What follows belongs to an exercise in optimizing a design on an open flow for small area; a production flow would make more cautious choices.
Only simulation tests tie the RTL to the original design; equivalence was not proved.
Power is estimated from default activity; no workload was simulated.

Design spiMemory, start of the top module:
module spiMemory (
    input  logic trigger,
    input  logic reset,
    input  logic sclk,         
    input  logic chipSelect,   
    input  logic mosi,
    output logic miso,
    output logic misoEnable
);
Size in the first run: about 1300 cells after synthesis, ~24000 um^2 of cells after synthesis.
==> module spiMemory, before the edit <==
module spiMemory (
    input  logic trigger,
    input  logic reset,
    input  logic sclk,         
    input  logic chipSelect,   
    input  logic mosi,
    output logic miso,
    output logic misoEnable
);
    localparam int RING = 32;    
    logic sclkRising, sclkFalling;
    logic chipSelectLevel, chipSelectRising;
    logic mosiLevel;
    inputConditioner sclkCond_i (
        .trigger(trigger), .reset(reset), .resetValue(1'b0), .pin(sclk),
        .conditioned(), .risingEdge(sclkRising), .fallingEdge(sclkFalling)
    );
    inputConditioner chipSelectCond_i (
        .trigger(trigger), .reset(reset), .resetValue(1'b1), .pin(chipSelect),
        .conditioned(chipSelectLevel), .risingEdge(chipSelectRising), .fallingEdge()
    );
    inputConditioner mosiCond_i (
        .trigger(trigger), .reset(reset), .resetValue(1'b0), .pin(mosi),
        .conditioned(mosiLevel), .risingEdge(), .fallingEdge()
    );
    logic       inCommand, inReadShift, memWrite, addressLatch;
    logic [2:0] bitCount;
    spiControl control_i (
        .trigger(trigger), .reset(reset), .sclkRising(sclkRising),
        .sclkFalling(sclkFalling), .chipSelectLow(!chipSelectLevel),
        .chipSelectRising(chipSelectRising), .readNotWrite(shiftWord[0]),
        .memWrite(memWrite), .inCommand(inCommand), .inReadShift(inReadShift),
        .bitCount(bitCount), .misoEnable(misoEnable)
    );
    logic [7:0] shiftWord;
    always_ff @(posedge trigger) begin
        if (sclkRising) shiftWord <= {shiftWord[6:0], mosiLevel};
    end
    logic [6:0] address;
    assign addressLatch = inCommand && sclkRising && (bitCount == 3'd6);
    always_ff @(posedge trigger) begin
        if (addressLatch) address <= {shiftWord[5:0], mosiLevel};
    end
    logic [4:0] phase;
    always_ff @(posedge trigger) begin
        if (reset) phase <= '0;
        else       phase <= phase + 1'b1;
    end
    logic writing, clearing, busy;
    always_ff @(posedge trigger) begin
        if (reset) begin
            writing  <= 1'b0;
            clearing <= 1'b1;
        end else begin
            if (memWrite)          writing <= 1'b1;
            else if (addressLatch) writing <= 1'b0;
            if (addressLatch)      clearing <= 1'b0;
        end
    end
    assign busy = writing || clearing;
    logic       hit8, hit16, hit32;
    logic [1:0] octet;   
    assign hit8  = (phase[2:0] == ~address[2:0]);
    assign hit16 = hit8  && (phase[3] == ~address[3]);
    assign hit32 = hit16 && (phase[4] == ~address[4]);
    assign octet = address[4:3] + phase[4:3];
    logic [1023:0] mem;
    logic [3:0]    insert;   
    for (genvar r = 0; r < 4; r++) begin : g_insert
        assign insert[r] = clearing || (writing && hit32 && (address[6:5] == r));
    end
    for (genvar b = 0; b < 8; b++) begin : g_plane
        for (genvar r = 0; r < 4; r++) begin : g_ring
            localparam int BASE = (b*4 + r) * RING;
            always_ff @(posedge trigger) begin
                mem[BASE] <= insert[r] ? dataByte[b] : mem[BASE + RING - 1];
                for (int p = 1; p < RING; p++) mem[BASE + p] <= mem[BASE + p - 1];
            end
        end
    end
    logic [7:0] tapBit;
    logic [7:0] capture;
    for (genvar b = 0; b < 8; b++) begin : g_tap
        localparam int PLANE = b * 4 * RING;
        logic [15:0] taps;
        for (genvar r = 0; r < 4; r++) begin : g_r
            for (genvar m = 0; m < 4; m++) begin : g_m
                assign taps[r*4 + m] = mem[PLANE + r*RING + m*8 + 7];
            end
        end
        if (b >= 6) begin : g_t8
            assign tapBit[b]  = taps[{address[6:5], octet}];
            assign capture[b] = hit8;
        end else if (b >= 4) begin : g_t16
            assign tapBit[b]  = taps[{address[6:5], octet[1], 1'b1}];
            assign capture[b] = hit16;
        end else begin : g_t32
            assign tapBit[b]  = taps[{address[6:5], 2'b11}];
            assign capture[b] = hit32;
        end
    end
    logic [7:0] dataByte;
    always_ff @(posedge trigger) begin
        if (reset) begin
            dataByte <= '0;
        end else if (memWrite) begin
            dataByte <= shiftWord;
        end else if (!busy) begin
            for (int b = 0; b < 8; b++) begin
                if (capture[b]) dataByte[b] <= tapBit[b];
            end
        end
    end
    always_ff @(posedge trigger) begin
        if (reset) begin
            miso <= 1'b0;
        end else if (inReadShift && sclkFalling) begin
            miso <= dataByte[~bitCount];
        end
    end
endmodule
==> flow/config.mk <==
export PLATFORM = sky130hd
export DESIGN_NAME = spiMemory
export DESIGN_NICKNAME = spiMemory
export VERILOG_FILES = /design/flow/design.v
export SDC_FILE = /design/flow/constraint.sdc
export NUM_CORES = 4
export LEC_CHECK = 0
export CAP_MARGIN = 20
export CORE_MARGIN = 2
export CORE_UTILIZATION = 60
export SLEW_MARGIN = 20
==> flow/constraint.sdc <==
create_clock -name core_clock -period 10.0 [get_ports {trigger}]
set_input_delay 2.0000 -clock core_clock [delete_from_list [all_inputs] [get_ports {trigger}]]
set_output_delay 2.0000 -clock core_clock [all_outputs]
set_load 0.01 [all_outputs]
standard.sh (not shown) runs the stock make flow with config.mk's settings and CLKGATE_MAP_FILE= SYNTH_SCRIPT=/design/flow/synth_recipe.tcl, a recipe that flattens the netlist after the stock synthesis.
==> flow/flow/run.sh <==
#!/bin/bash
# Standard layout, with clock tree synthesis arguments of our own:
# clkbuf_8 leaf clusters and no dummy loads.
set -euo pipefail
export CTS_ARGS="-sink_clustering_enable -repair_clock_nets -dont_use_dummy_load -sink_clustering_size 20 -sink_clustering_max_diameter 50 -buf_list sky130_fd_sc_hd__clkbuf_8"
bash standard.sh > standard.log 2>&1
==> next run, changes <==
--- a/flow/design.v
+++ b/flow/design.v
@@ -162,16 +162,18 @@
         else       phase <= phase + 1'b1;
     end
-    logic writing, clearing, busy;
-    always_ff @(posedge trigger) begin
-        if (reset) begin
-            writing  <= 1'b0;
-            clearing <= 1'b1;
+    logic writing, clearing;
+    logic [7:0] writeData;
+    always_ff @(posedge trigger) begin
+        if (reset) begin
+            writing   <= 1'b0;
+            clearing  <= 1'b1;
+            writeData <= '0;
         end else begin
             if (memWrite)          writing <= 1'b1;
             else if (addressLatch) writing <= 1'b0;
             if (addressLatch)      clearing <= 1'b0;
-        end
-    end
-    assign busy = writing || clearing;
+            if (memWrite)          writeData <= shiftWord;
+        end
+    end
     logic       hit8, hit16, hit32;
     logic [1:0] octet;   
@@ -189,5 +191,5 @@
             localparam int BASE = (b*4 + r) * RING;
             always_ff @(posedge trigger) begin
-                mem[BASE] <= insert[r] ? dataByte[b] : mem[BASE + RING - 1];
+                mem[BASE] <= insert[r] ? writeData[b] : mem[BASE + RING - 1];
                 for (int p = 1; p < RING; p++) mem[BASE + p] <= mem[BASE + p - 1];
             end
@@ -215,14 +217,8 @@
         end
     end
-    logic [7:0] dataByte;
-    always_ff @(posedge trigger) begin
-        if (reset) begin
-            dataByte <= '0;
-        end else if (memWrite) begin
-            dataByte <= shiftWord;
-        end else if (!busy) begin
-            for (int b = 0; b < 8; b++) begin
-                if (capture[b]) dataByte[b] <= tapBit[b];
-            end
+    logic [7:0] readByte;
+    always_ff @(posedge trigger) begin
+        for (int b = 0; b < 8; b++) begin
+            if (capture[b]) readByte[b] <= tapBit[b];
         end
     end
@@ -231,5 +227,5 @@
             miso <= 1'b0;
         end else if (inReadShift && sclkFalling) begin
-            miso <= dataByte[~bitCount];
+            miso <= readByte[~bitCount];
         end
     end
Effect: Clock-buffer cell count rises by 1; total power is higher by 1.0%; flip-flop and latch count rises by 8; die area went up by 1.5%; final area grows by about 1.4%; final cell count rises by about 0.6%; global-route usage came out higher by 0.20 points; wire length came out higher by about 3%; clock power barely changes; setup slack degrades by 17 ps; non-clock buffer count came out lower by 3.

-- port drivers added, routing unchanged --
In the flow no input, the clock included, has a driving cell. The finished layouts below were timed again as built, in two steps.
Step 1 (the two cells are an assumption about what drives the block):
set clk [get_ports {trigger}]
set_driving_cell -lib_cell sky130_fd_sc_hd__clkbuf_16 $clk
set_driving_cell -lib_cell sky130_fd_sc_hd__buf_2 [delete_from_list [all_inputs] $clk]
Step 2 times the ports against the registers' clock, not the clock port: input delays grow and output delays shrink by t, the midpoint of the rising clock arrivals with the driver on.
a / b / c = ideal ports / drivers / drivers and shift; a / b = the first two.
run	t, ns	setup slack, ns	hold WS [ns]	worst data-port slew with drivers (ns)
the first run	0.659	6.421 / 6.370 / 6.397	0.308 / 0.308 / 0.308	0.03
the second run	0.663	6.404 / 6.354 / 6.039	0.293 / 0.293 / 0.293	0.03
After both steps every run listed still meets setup and hold. For the second run, which loses most, drivers alone change the setup slack by -0.050 ns; drivers and shift together by -0.365 ns.
